Background: an optimization exercise with open tools, aiming at small area and a short achievable clock period. Do not read the settings as production practice. Only simulation tests tie the RTL to the original design; equivalence was not proved. The flow treats the clock pin as an ideal source, which a real chip does not have. No activity file was given, so power comes from the tool's default toggle rates.

==> flow/design.v <==
module bus_slave (
    input  logic CLK,
    input  logic RSTN,
    input  logic B_UTIL,
    input  logic B_RW,
    input  logic B_BUS_IN,
    output logic S_ACK,
    output logic S_BUS_OUT,
    output logic S_BSY
);
    logic       s_addr, s_aack, s_wdata, s_wack, s_rdata;
    logic [3:0] cnt;
    logic [7:0] addr;        
    logic       ok;          
    logic       rw;
    logic [7:0] wd;          
    logic [7:0] rd;          
    wire idle = !(s_addr || s_aack || s_wdata || s_wack || s_rdata);
    wire last = (s_addr && (cnt == 4'd15)) ||
                ((s_aack || s_wack) && (cnt[1:0] == 2'd3)) ||
                ((s_wdata || s_rdata) && (cnt[2:0] == 3'd7));
    wire ok_d   = s_addr ? ((ok || (cnt == 4'd8)) && (B_BUS_IN == (cnt == 4'd12))) : ok;
    wire addr_d = s_addr && B_UTIL && !last;
    wire aack_d = (s_addr && B_UTIL && last) || (s_aack && !last);
    wire wdata_d = (s_aack && last && ok && rw) || (s_wdata && B_UTIL && !last);
    wire wack_d = (s_wdata && B_UTIL && last) || (s_wack && !last);
    wire rdata_d = (s_aack && last && ok && !rw) || (s_rdata && !(B_UTIL && last));
    wire inc    = (idle && B_UTIL) ||
                  (!last && (s_aack || s_wack || ((s_addr || s_wdata || s_rdata) && B_UTIL)));
    wire mem_we = s_wack && (cnt[1:0] == 2'd0);
    always_ff @(posedge CLK or negedge RSTN) begin
        if (!RSTN) begin
            s_addr    <= 1'b0;
            s_aack    <= 1'b0;
            s_wdata   <= 1'b0;
            s_wack    <= 1'b0;
            s_rdata   <= 1'b0;
            cnt       <= '0;
            S_BSY     <= 1'b0;
            S_ACK     <= 1'b0;
            S_BUS_OUT <= 1'b0;
        end else begin
            s_addr    <= (idle && B_UTIL) || addr_d;
            s_aack    <= aack_d;
            s_wdata   <= wdata_d;
            s_wack    <= wack_d;
            s_rdata   <= rdata_d;
            cnt       <= inc ? cnt + 4'd1 : 4'd0;
            S_BSY     <= (idle && B_UTIL) || addr_d || aack_d || wdata_d || wack_d || rdata_d;
            S_ACK     <= wack_d || (aack_d && ok_d);
            S_BUS_OUT <= s_rdata && B_UTIL && rd[cnt[2:0]];
        end
    end
    logic [2047:0] ring;     
    logic [7:0]    ph;       
    logic [7:0]    rp;       
    logic [7:0]    wq;       
    logic          wpend;    
    logic [3:0]    rlo;      
    logic [7:0]    rhi;      
    logic          rcap;     
    logic          rhit;     
    logic [3:0]    whi;      
    logic [3:0]    wlo;
    logic [7:0]    tq;
    logic          rcap_q, rhit_q;
    wire rwin_n = (s_addr && (cnt >= 4'd9)) || (s_aack && !cnt[1]);
    wire       wins    = |whi;
    wire       wpend_n = mem_we || (wpend && !wins);
    wire [7:0] wsel    = mem_we ? rp : wq;       
    logic [7:0] tap;
    always_comb begin
        tap = '0;
        for (int m = 0; m < 32; m++)
            tap = tap | ({8{rhi[m / 4] & rlo[m % 4]}} & ring[64*m +: 8]);
    end
    always_ff @(posedge CLK) begin
        if (idle || (s_addr && !cnt[3])) addr <= {B_BUS_IN, addr[7:1]};
        ok <= ok_d;
        if (s_addr) rw <= B_RW;
        if (s_wdata) wd <= {B_BUS_IN, wd[7:1]};
        ph    <= ph + 8'd1;
        rp    <= addr + ph + 8'd2;
        wq    <= wsel + 8'd1;
        wpend <= wpend_n;
        rcap  <= rwin_n && (rp[2:0] == 3'd0);
        for (int i = 0; i < 4; i++) rlo[i] <= (rp[4:3] == 2'(i));
        for (int i = 0; i < 8; i++) rhi[i] <= (rp[7:5] == 3'(i));
        rhit  <= wpend && !wins && (rp == wq);
        for (int i = 0; i < 4; i++) whi[i] <= wpend_n && (wsel[3:0] == 4'd0) && (wsel[7:6] == 2'(i));
        for (int i = 0; i < 4; i++) wlo[i] <= (wsel[5:4] == 2'(i));
        tq     <= tap;
        rcap_q <= rcap;
        rhit_q <= rhit;
        if (rcap_q) rd <= rhit_q ? wd : tq;
    end
    always_ff @(posedge CLK) begin
        for (int s = 0; s < 256; s++) begin
            if ((s % 16 == 1) && whi[s / 64] && wlo[(s / 16) % 4])
                ring[8*s +: 8] <= wd;
            else
                ring[8*s +: 8] <= ring[8*((s + 255) % 256) +: 8];
        end
    end
endmodule
clock: 4.0 ns
lec_check: 0
cap_margin: 20
core_margin: 2
core_utilization: 75
setup_slack_margin: 2.0
slew_margin: 20
standard.sh (not shown) runs the stock make flow with config.mk's settings and CLKGATE_MAP_FILE= SYNTH_SCRIPT=/design/flow/synth_recipe.tcl, a recipe that flattens the netlist after the stock synthesis.
==> flow/flow/run.sh <==
#!/bin/bash
# The standard layout with a shallower clock tree: clock tree synthesis builds
# clkbuf_8 leaf buffers as usual, then flow/post_cts.tcl replaces its root and
# first tree level with four clkbuf_16 buffers fed by the clock port.
set -euo pipefail
here=$(pwd)
export CTS_ARGS="-sink_clustering_enable -repair_clock_nets -sink_clustering_size 16 -sink_clustering_max_diameter 60 -buf_list {sky130_fd_sc_hd__clkbuf_8 sky130_fd_sc_hd__clkbuf_16} -root_buf sky130_fd_sc_hd__clkbuf_16 -tree_buf sky130_fd_sc_hd__clkbuf_16 -sink_clustering_buffer sky130_fd_sc_hd__clkbuf_8"
export POST_CTS_TCL="$here/flow/post_cts.tcl"
bash standard.sh > "$here/standard_flow.log" 2>&1
Other scripts of this flow, unchanged in this note and not shown: flow/flow/post_cts.tcl
Next try:
--- a/flow/design.v
+++ b/flow/design.v
@@ -51,25 +51,28 @@
             S_BUS_OUT <= s_rdata && B_UTIL && rd[cnt[2:0]];
         end
     end
     logic [2047:0] ring;     
     logic [7:0]    ph;       
     logic [7:0]    rp;       
+    logic [5:0]    rlo6;     
+    logic [3:0]    rhi4;
     logic [7:0]    wq;       
     logic          wpend;    
     logic [3:0]    rlo;      
     logic [7:0]    rhi;      
     logic          rcap;     
     logic          rhit;     
     logic [3:0]    whi;      
     logic [3:0]    wlo;
     logic [7:0]    tq;
     logic          rcap_q, rhit_q;
-    wire rwin_n = (s_addr && (cnt >= 4'd9)) || (s_aack && !cnt[1]);
+    wire rwin_n = (s_addr && (cnt >= 4'd10)) || (s_aack && !cnt[1]);
     wire       wins    = |whi;
     wire       wpend_n = mem_we || (wpend && !wins);
+    wire [7:0] rp_n    = {rhi4 + 4'(rlo6[5:4]), rlo6[3:0]};    
     wire [7:0] wsel    = mem_we ? rp : wq;       
     logic [7:0] tap;
     always_comb begin
         tap = '0;
         for (int m = 0; m < 32; m++)
             tap = tap | ({8{rhi[m / 4] & rlo[m % 4]}} & ring[64*m +: 8]);
@@ -77,14 +80,16 @@
     always_ff @(posedge CLK) begin
         if (idle || (s_addr && !cnt[3])) addr <= {B_BUS_IN, addr[7:1]};
         ok <= ok_d;
         if (s_addr) rw <= B_RW;
         if (s_wdata) wd <= {B_BUS_IN, wd[7:1]};
         ph    <= ph + 8'd1;
-        rp    <= addr + ph + 8'd2;
-        wq    <= wsel + 8'd1;
+        rlo6  <= 6'(addr[3:0]) + 6'(ph[3:0]) + 6'd3;
+        rhi4  <= addr[7:4] + ph[7:4];
+        rp    <= rp_n;
+        wq    <= mem_we ? rp_n : wq + 8'd1;
         wpend <= wpend_n;
         rcap  <= rwin_n && (rp[2:0] == 3'd0);
         for (int i = 0; i < 4; i++) rlo[i] <= (rp[4:3] == 2'(i));
         for (int i = 0; i < 8; i++) rhi[i] <= (rp[7:5] == 3'(i));
         rhit  <= wpend && !wins && (rp == wq);
         for (int i = 0; i < 4; i++) whi[i] <= wpend_n && (wsel[3:0] == 4'd0) && (wsel[7:6] == 2'(i));
Flip-flop and latch count climbs by 10.
Wire length climbs by 2.8%.
Synthesized area climbs by 0.42%.
First-iteration DRC count climbs by 5.9%.
Hold slack improves by 0.017 ns.
Final area climbs by 0.46%.
Die area climbs by 0.42%.
Clock power climbs by 4.0%.
Power climbs by 4.7%.
Global-route usage climbs by 0.40 points.
Critical path depth drops by 10.

[port drivers added, routing unchanged]
No port has a modelled driver above. Below, the same layouts with a new extraction and two added sets of constraints. Step 1: set_driving_cell puts a clkbuf_16 on CLK and a buf_2 on each other input, an assumption about the parent block. Step 2 times the ports against the registers' clock, not the clock port: input delays grow and output delays shrink by t, the midpoint of the rising clock arrivals with the driver on. Slacks: ideal / step 1 / step 2; pairs: ideal / step 1.
run | t (ns) | setup slack, ns | worst data-port slew with drivers (ns)
the first run | 0.668 | 2.057 / 1.979 / 1.800 | 0.03
the second run | 0.683 | 2.106 / 1.967 / 1.652 | 0.04
After both steps setup and hold are still met in every run listed. The setup slack of the second run, which loses most, moves by -0.139 ns with the drivers and by -0.454 ns with both steps.
